Source: an optimization exercise on an open RTL-to-GDS flow (aim: a short achievable clock period and few clock cycles). Production flows keep margins and buffers that such runs may drop. The RTL was checked by simulation tests, not by an equivalence proof against the original design. Power is estimated from default activity; no workload was simulated.

==> exp/juniper <==
==> flow/design.v (excerpt) <==
module mips_cpu_bus
(
  input  logic       clk,
  input  logic       reset,
  output logic       active,
  output mips_isa_pkg::word_t      register_v0,
  output mips_isa_pkg::word_t      address,
  output logic       write,
  output logic       read,
  input  logic       waitrequest,
  output mips_isa_pkg::word_t      writedata,
  output logic [3:0] byteenable,
  input  mips_isa_pkg::word_t      readdata
);
==> flow/config.mk <==
export PLATFORM = sky130hd
export DESIGN_NAME = mips_cpu_bus
export DESIGN_NICKNAME = mips_cpu_bus
export VERILOG_FILES = /design/flow/design.v
export SDC_FILE = /design/flow/constraint.sdc
export NUM_CORES = 4
export LEC_CHECK = 0
export ABC_CLOCK_PERIOD_IN_PS = 4000
export CAP_MARGIN = 20
export CORE_MARGIN = 2
export CORE_UTILIZATION = 40
export SETUP_SLACK_MARGIN = 5
export SLEW_MARGIN = 20
==> flow/constraint.sdc <==
create_clock -name core_clock -period 10.0 [get_ports {clk}]
set_input_delay 2.0000 -clock core_clock [delete_from_list [all_inputs] [get_ports {clk}]]
set_output_delay 2.0000 -clock core_clock [all_outputs]
set_load 0.01 [all_outputs]
run.sh (not shown) runs the stock make flow with config.mk's settings and CLKGATE_MAP_FILE= SYNTH_SCRIPT=/design/flow/synth_recipe.tcl, a recipe that flattens the netlist after the stock synthesis.
==> exp/pepper (differences from exp/juniper) <==
--- a/flow/design.v
+++ b/flow/design.v
@@ -313,23 +313,23 @@
   localparam logic [3:0] OP_SLL  = 4'd6;
   localparam logic [3:0] OP_SRL  = 4'd7;
   function automatic logic [31:0] byte_swap(input logic [31:0] w);
     byte_swap = {w[7:0], w[15:8], w[23:16], w[31:24]};
   endfunction
   logic [31:0] fpc;           
   logic        fz;            
   logic [31:0] ppc;           
-  logic        rp_v;          
-  logic [31:0] rp_t;
+  logic        f2_v, f2_ok;   
+  logic [31:0] f2_pc, f2_ins;
   logic        rq_v, rq_w, rq_f;
   logic [31:0] rq_a, rq_d;
   logic        rd_q, wr_q;
   logic        d_v;
-  logic [31:0] d_ir;
+  logic [31:0] d_ir, d_npc;
   logic        e_v, e_ld, e_st;
   logic [3:0]  e_op;
   logic [4:0]  e_sh, e_wr;
   logic [31:0] e_a, e_b, e_sv;
   logic        m_v, m_ld, m_st, m_iss;
   logic [4:0]  m_wr;
   logic [31:0] m_res, m_sv;
   logic [31:0] rf [1:31];
@@ -342,28 +342,30 @@
   assign bus_free = !rq_v || !waitrequest;
   assign f_done   = rq_v && rq_f && !waitrequest;
   assign address     = rq_a;
   assign read        = rd_q;
   assign write       = wr_q;
   assign writedata   = rq_d;
   assign byteenable  = {4{rd_q | wr_q}};
   assign register_v0 = rf[2];
-  assign active      = !(fz && !d_v && !e_v && !m_v && !rq_v);
+  assign active      = !(fz && !f2_v && !d_v && !e_v && !m_v && !rq_v);
   logic [CB-1:0] fi, pi;
-  logic          f_hit_c, f_hit_b, f_avail, p_hit;
-  logic [31:0]   f_ins, p_diff;
-  assign fi      = fpc[CB+1:2];
-  assign pi      = ppc[CB+1:2];
-  assign f_hit_c = c_vb[fi] && (c_t[fi] == {fpc[31:CB+2], fpc[1:0]});
-  assign f_hit_b = f_done && (rq_a == fpc);
-  assign f_avail = !fz && (f_hit_c || f_hit_b);
-  assign f_ins   = f_hit_c ? c_d[fi] : rdat;
-  assign p_hit   = c_vb[pi] && (c_t[pi] == {ppc[31:CB+2], ppc[1:0]});
-  assign p_diff  = ppc - fpc;
+  logic          c_hit, f1_ok, f2_fill, f2_avail, p_hit;
+  logic [31:0]   f1_ins, f2_insx, p_diff;
+  assign fi       = fpc[CB+1:2];
+  assign pi       = ppc[CB+1:2];
+  assign c_hit    = c_vb[fi] && (c_t[fi] == {fpc[31:CB+2], fpc[1:0]});
+  assign f1_ok    = c_hit || (f_done && (rq_a == fpc));
+  assign f1_ins   = c_hit ? c_d[fi] : rdat;
+  assign f2_fill  = f_done && (rq_a == f2_pc);
+  assign f2_avail = f2_v && (f2_ok || f2_fill);
+  assign f2_insx  = f2_ok ? f2_ins : rdat;
+  assign p_hit    = c_vb[pi] && (c_t[pi] == {ppc[31:CB+2], ppc[1:0]});
+  assign p_diff   = ppc - fpc;
   logic [5:0]  op, fn;
   logic [4:0]  rs, rt, rd, sh;
   logic [15:0] imm;
   assign op  = d_ir[31:26];
   assign rs  = d_ir[25:21];
   assign rt  = d_ir[20:16];
   assign rd  = d_ir[15:11];
   assign sh  = d_ir[10:6];
@@ -441,41 +443,43 @@
   always_comb begin
     if (rs != 5'd0 && e_v && e_wr == rs)      ba = e_res;
     else if (rs != 5'd0 && m_v && m_wr == rs) ba = m_res;
     else                                      ba = rf_read(rs);
     if (rt != 5'd0 && e_v && e_wr == rt)      bb = e_res;
     else if (rt != 5'd0 && m_v && m_wr == rt) bb = m_res;
     else                                      bb = rf_read(rt);
   end
-  logic m_stall, haz_ld, haz_br, d_go, d_free, deliver;
+  logic m_stall, haz_ld, haz_br, d_go, d_free, f2_to_d, f2_free;
   assign m_stall = m_v && ((m_ld && !(m_iss && !waitrequest)) || (m_st && !m_iss));
   assign haz_ld  = e_v && e_ld && (e_wr != 5'd0) &&
                    ((use_rs && rs == e_wr) || (use_rt && rt == e_wr));
   assign haz_br  = (is_br || is_jr) &&
                    ((e_v && e_ld && e_wr != 5'd0 && (rs == e_wr || (is_br && rt == e_wr))) ||
                     (m_v && m_ld && m_wr != 5'd0 && (rs == m_wr || (is_br && rt == m_wr))));
   assign d_go    = d_v && !m_stall && !haz_ld && !haz_br;
   assign d_free  = !d_v || d_go;
-  assign deliver = f_avail && d_free;
+  assign f2_to_d = f2_avail && d_free;
+  assign f2_free = !f2_v || f2_to_d;
+  logic f1_to_d;
+  assign f1_to_d = !f2_v && !fz && f1_ok && d_free;
   logic        taken, br_now;
-  logic [31:0] tgt, fpc_seq, fpc_nx;
+  logic [31:0] tgt;
   assign taken   = is_j || is_jr || (is_beq && (ba == bb)) || (is_bne && (ba != bb));
   assign br_now  = d_go && taken;
-  assign fpc_seq = fpc + 32'd4;
   always_comb begin
     if (is_jr)     tgt = ba;
-    else if (is_j) tgt = {fpc[31:28], d_ir[25:0], 2'b00};
-    else           tgt = fpc + {{14{imm[15]}}, imm, 2'b00};
+    else if (is_j) tgt = {d_npc[31:28], d_ir[25:0], 2'b00};
+    else           tgt = d_npc + {{14{imm[15]}}, imm, 2'b00};
   end
-  assign fpc_nx = br_now ? tgt : rp_v ? rp_t : fpc_seq;
-  logic data_new, data_old, f_need, p_ok, p_far, p_behind;
+  logic data_new, data_old, f_need, f1_need, p_ok, p_far, p_behind;
   assign data_new = e_v && (e_ld || e_st) && !m_stall;
   assign data_old = m_v && (m_ld || m_st) && !m_iss;
-  assign f_need   = !fz && !f_hit_c && !f_hit_b;
+  assign f_need   = f2_v && !f2_ok && !(rq_v && rq_f && (rq_a == f2_pc));
+  assign f1_need  = !fz && !c_hit && !(rq_v && rq_f && (rq_a == fpc));
   assign p_behind = p_diff[31];
   assign p_far    = !p_behind && (p_diff >= LIM);
   assign p_ok     = !fz && !p_behind && !p_far && !p_hit;
   always_ff @(posedge clk) begin
     if (reset) begin
       rq_v <= 1'b0;
       rd_q <= 1'b0;
       wr_q <= 1'b0;
@@ -487,66 +491,82 @@
         if (data_new) begin
           rq_v <= 1'b1; rq_f <= 1'b0; rq_w <= e_st;
           rd_q <= e_ld; wr_q <= e_st;
           rq_a <= e_sum; rq_d <= byte_swap(e_sv);
         end else if (data_old) begin
           rq_v <= 1'b1; rq_f <= 1'b0; rq_w <= m_st;
           rd_q <= m_ld; wr_q <= m_st;
           rq_a <= m_res; rq_d <= byte_swap(m_sv);
-        end else if (f_need || p_ok) begin
+        end else if (f_need || f1_need || p_ok) begin
           rq_v <= 1'b1; rq_f <= 1'b1; rq_w <= 1'b0;
           rd_q <= 1'b1; wr_q <= 1'b0;
-          rq_a <= f_need ? fpc : ppc;
+          rq_a <= f_need ? f2_pc : f1_need ? fpc : ppc;
         end else begin
           rq_v <= 1'b0; rd_q <= 1'b0; wr_q <= 1'b0;
         end
       end
       if (bus_free && !data_new && !data_old && f_need)
-        ppc <= fpc_seq;
+        ppc <= f2_pc + 32'd4;
+      else if (bus_free && !data_new && !data_old && f1_need)
+        ppc <= fpc + 32'd4;
       else if (bus_free && !data_new && !data_old && p_ok)
         ppc <= ppc + 32'd4;
-      else if (!fz && !f_need && p_behind)
+      else if (!fz && p_behind)
         ppc <= fpc;
       else if (!fz && !p_behind && !p_far && p_hit)
         ppc <= ppc + 32'd4;
     end
   end
   always_ff @(posedge clk) begin
     if (reset) begin
       c_vb <= '0;
-    end else if (f_done) begin
-      c_vb[rq_a[CB+1:2]] <= 1'b1;
+    end else if (rq_v && rq_f) begin
+      c_vb[rq_a[CB+1:2]] <= !waitrequest;
     end
   end
   always_ff @(posedge clk) begin
-    if (f_done) begin
+    if (rq_v && rq_f) begin
       c_d[rq_a[CB+1:2]] <= rdat;
       c_t[rq_a[CB+1:2]] <= {rq_a[31:CB+2], rq_a[1:0]};
     end
   end
   always_ff @(posedge clk) begin
     if (reset) begin
       fpc  <= mips_isa_pkg::RESET_VECTOR;
       fz   <= 1'b0;
-      rp_v <= 1'b0;
+      f2_v <= 1'b0;
       d_v  <= 1'b0;
     end else begin
-      if (deliver) begin
-        fpc  <= fpc_nx;
-        fz   <= (fpc_nx == 32'd0);
-        rp_v <= 1'b0;
-        d_v  <= 1'b1;
-        d_ir <= f_ins;
-      end else begin
-        if (br_now) begin
-          rp_v <= 1'b1;
-          rp_t <= tgt;
-        end
-        if (d_go) d_v <= 1'b0;
+      if (f2_free) begin
+        f2_v   <= !fz && !(br_now && f2_v) && !f1_to_d;
+        f2_pc  <= fpc;
+        f2_ins <= f1_ins;
+        f2_ok  <= f1_ok;
+      end else if (f2_fill) begin
+        f2_ins <= rdat;
+        f2_ok  <= 1'b1;
+      end
+      if (br_now) begin
+        fpc <= tgt;
+        fz  <= (tgt == 32'd0);
+      end else if (f2_free && !fz) begin
+        fpc <= fpc + 32'd4;
+        fz  <= (fpc == 32'hffff_fffc);
+      end
+      if (f2_to_d) begin
+        d_v   <= 1'b1;
+        d_ir  <= f2_insx;
+        d_npc <= f2_pc + 32'd4;
+      end else if (f1_to_d) begin
+        d_v   <= 1'b1;
+        d_ir  <= f1_ins;
+        d_npc <= fpc + 32'd4;
+      end else if (d_go) begin
+        d_v <= 1'b0;
       end
     end
   end
   always_ff @(posedge clk) begin
     if (reset) begin
       e_v <= 1'b0;
     end else if (!m_stall) begin
       e_v <= d_go;
==> flow/flow/run.sh (new file) <==
#!/bin/bash
set -euo pipefail
bash standard.sh SETUP_SLACK_MARGIN=6 finish > standard.log 2>&1
==> flow/standard.sh (new file) <==
#!/bin/bash
# synth_recipe.tcl (not shown) runs the flow's synth.tcl, then flattens the netlist and writes it again
# the make line also repeats each setting of config.mk as NAME=value (left out here)
make -C /OpenROAD-flow-scripts/flow DESIGN_CONFIG=/design/flow/config.mk WORK_HOME=/design/flow/orfs CLKGATE_MAP_FILE= SYNTH_SCRIPT=/design/flow/synth_recipe.tcl "${@:-finish}"
SETUP_SLACK_MARGIN = unset   (was 5)
removed: flow/run.sh
==> flow_metrics.py <==
metrics = {
    "run_status": {
        "status": "finished clean",
    },
    "setup_path": {
        "required_ns": 11.02,
        "reg2reg_to": "fz",
    },
    "layout": {
        "fillCellCount": 51300,
        "seq_share": 0.537,
        "n_antenna_cell": 30,
        "clkbuf_count": 686,
        "nonClockInverterCount": 232,
        "areaGrowthSynthToFinish_pct": 17.3,
        "multi_input_comb_area_mm2": 0.0899,
    },
    "power": {
        "pwr-share-seq": 0.518,
        "sequentialPower_uw": 24200,
        "swShare": 0.224,
        "switching_power_uw": 10500,
    },
    "sta": {
        "tightest_slew_ns": 1.34,
    },
}
[end of results for exp/juniper]
==> flow_metrics.py <==
metrics = {
    "layout": {
        "fillCellCount": 51900,
        "clkbuf_count": 711,
        "multi_input_comb_area_mm2": 0.0944,
        "areaGrowthSynthToFinish_pct": 19.1,
        "n_antenna_cell": 36,
        "seq_share": 0.525,
        "multi_input_gates": 8224,
    },
    "run_status": {
        "status": "finished clean",
    },
    "setup_path": {
        "crit_chain": "buf_12 -> buf_4 -> mux4_2 -> a22oi_1 -> a21oi_2 -> o21ai_4 -> nand2_2 -> a22o_1 -> a2111oi_4 -> o211ai_1 -> or4b_1 -> and4b_1 -> nand4_1 -> mux2i_2 -> nand2_4 -> buf_12 -> mux2_4",
        "reg2reg_to": "fpc[20]",
        "required_ns": 10.96,
    },
    "sta": {
        "tightest_slew_ns": 1.31,
    },
    "synth": {
        "avgSynthCellArea_um2": 16.9,
    },
    "floorplan": {
        "tapCellCount": 8322,
    },
    "power": {
        "pwr-share-seq": 0.405,
        "swShare": 0.300,
        "sequentialPower_uw": 25400,
    },
}
[end of results for exp/pepper]
Testbench counts of exp/juniper, summed over its fixed seeds: cycles 84,904.
Testbench counts of exp/pepper, summed over its fixed seeds: cycles 84,748.

## what the ideal ports hide
No port has a modelled driver above. Below, the same layouts with a new extraction and two added sets of constraints.
Step 1 (the two cells are an assumption about what drives the block):
set clk [get_ports {clk}]
set_driving_cell -lib_cell sky130_fd_sc_hd__clkbuf_16 $clk
set_driving_cell -lib_cell sky130_fd_sc_hd__buf_2 [delete_from_list [all_inputs] $clk]
Step 2 moves the port delays by t, midway between the first and last clock arrival at a register: inputs arrive t later, outputs are due t later. That takes back most of the time a late clock gives input paths.
Three values: ideal, step 1, step 2; two values: the first two.
run	t, ns	slack for setup (ns)	worst data-port slew with drivers (ns)
exp/juniper	1.198	4.012 / 4.012 / 3.540	0.21
exp/pepper	1.232	4.657 / 4.657 / 4.212	0.23
After both steps every run listed still meets setup and hold. For exp/juniper, which loses most, drivers alone change the setup slack by 0.000 ns; drivers and shift together by -0.472 ns.
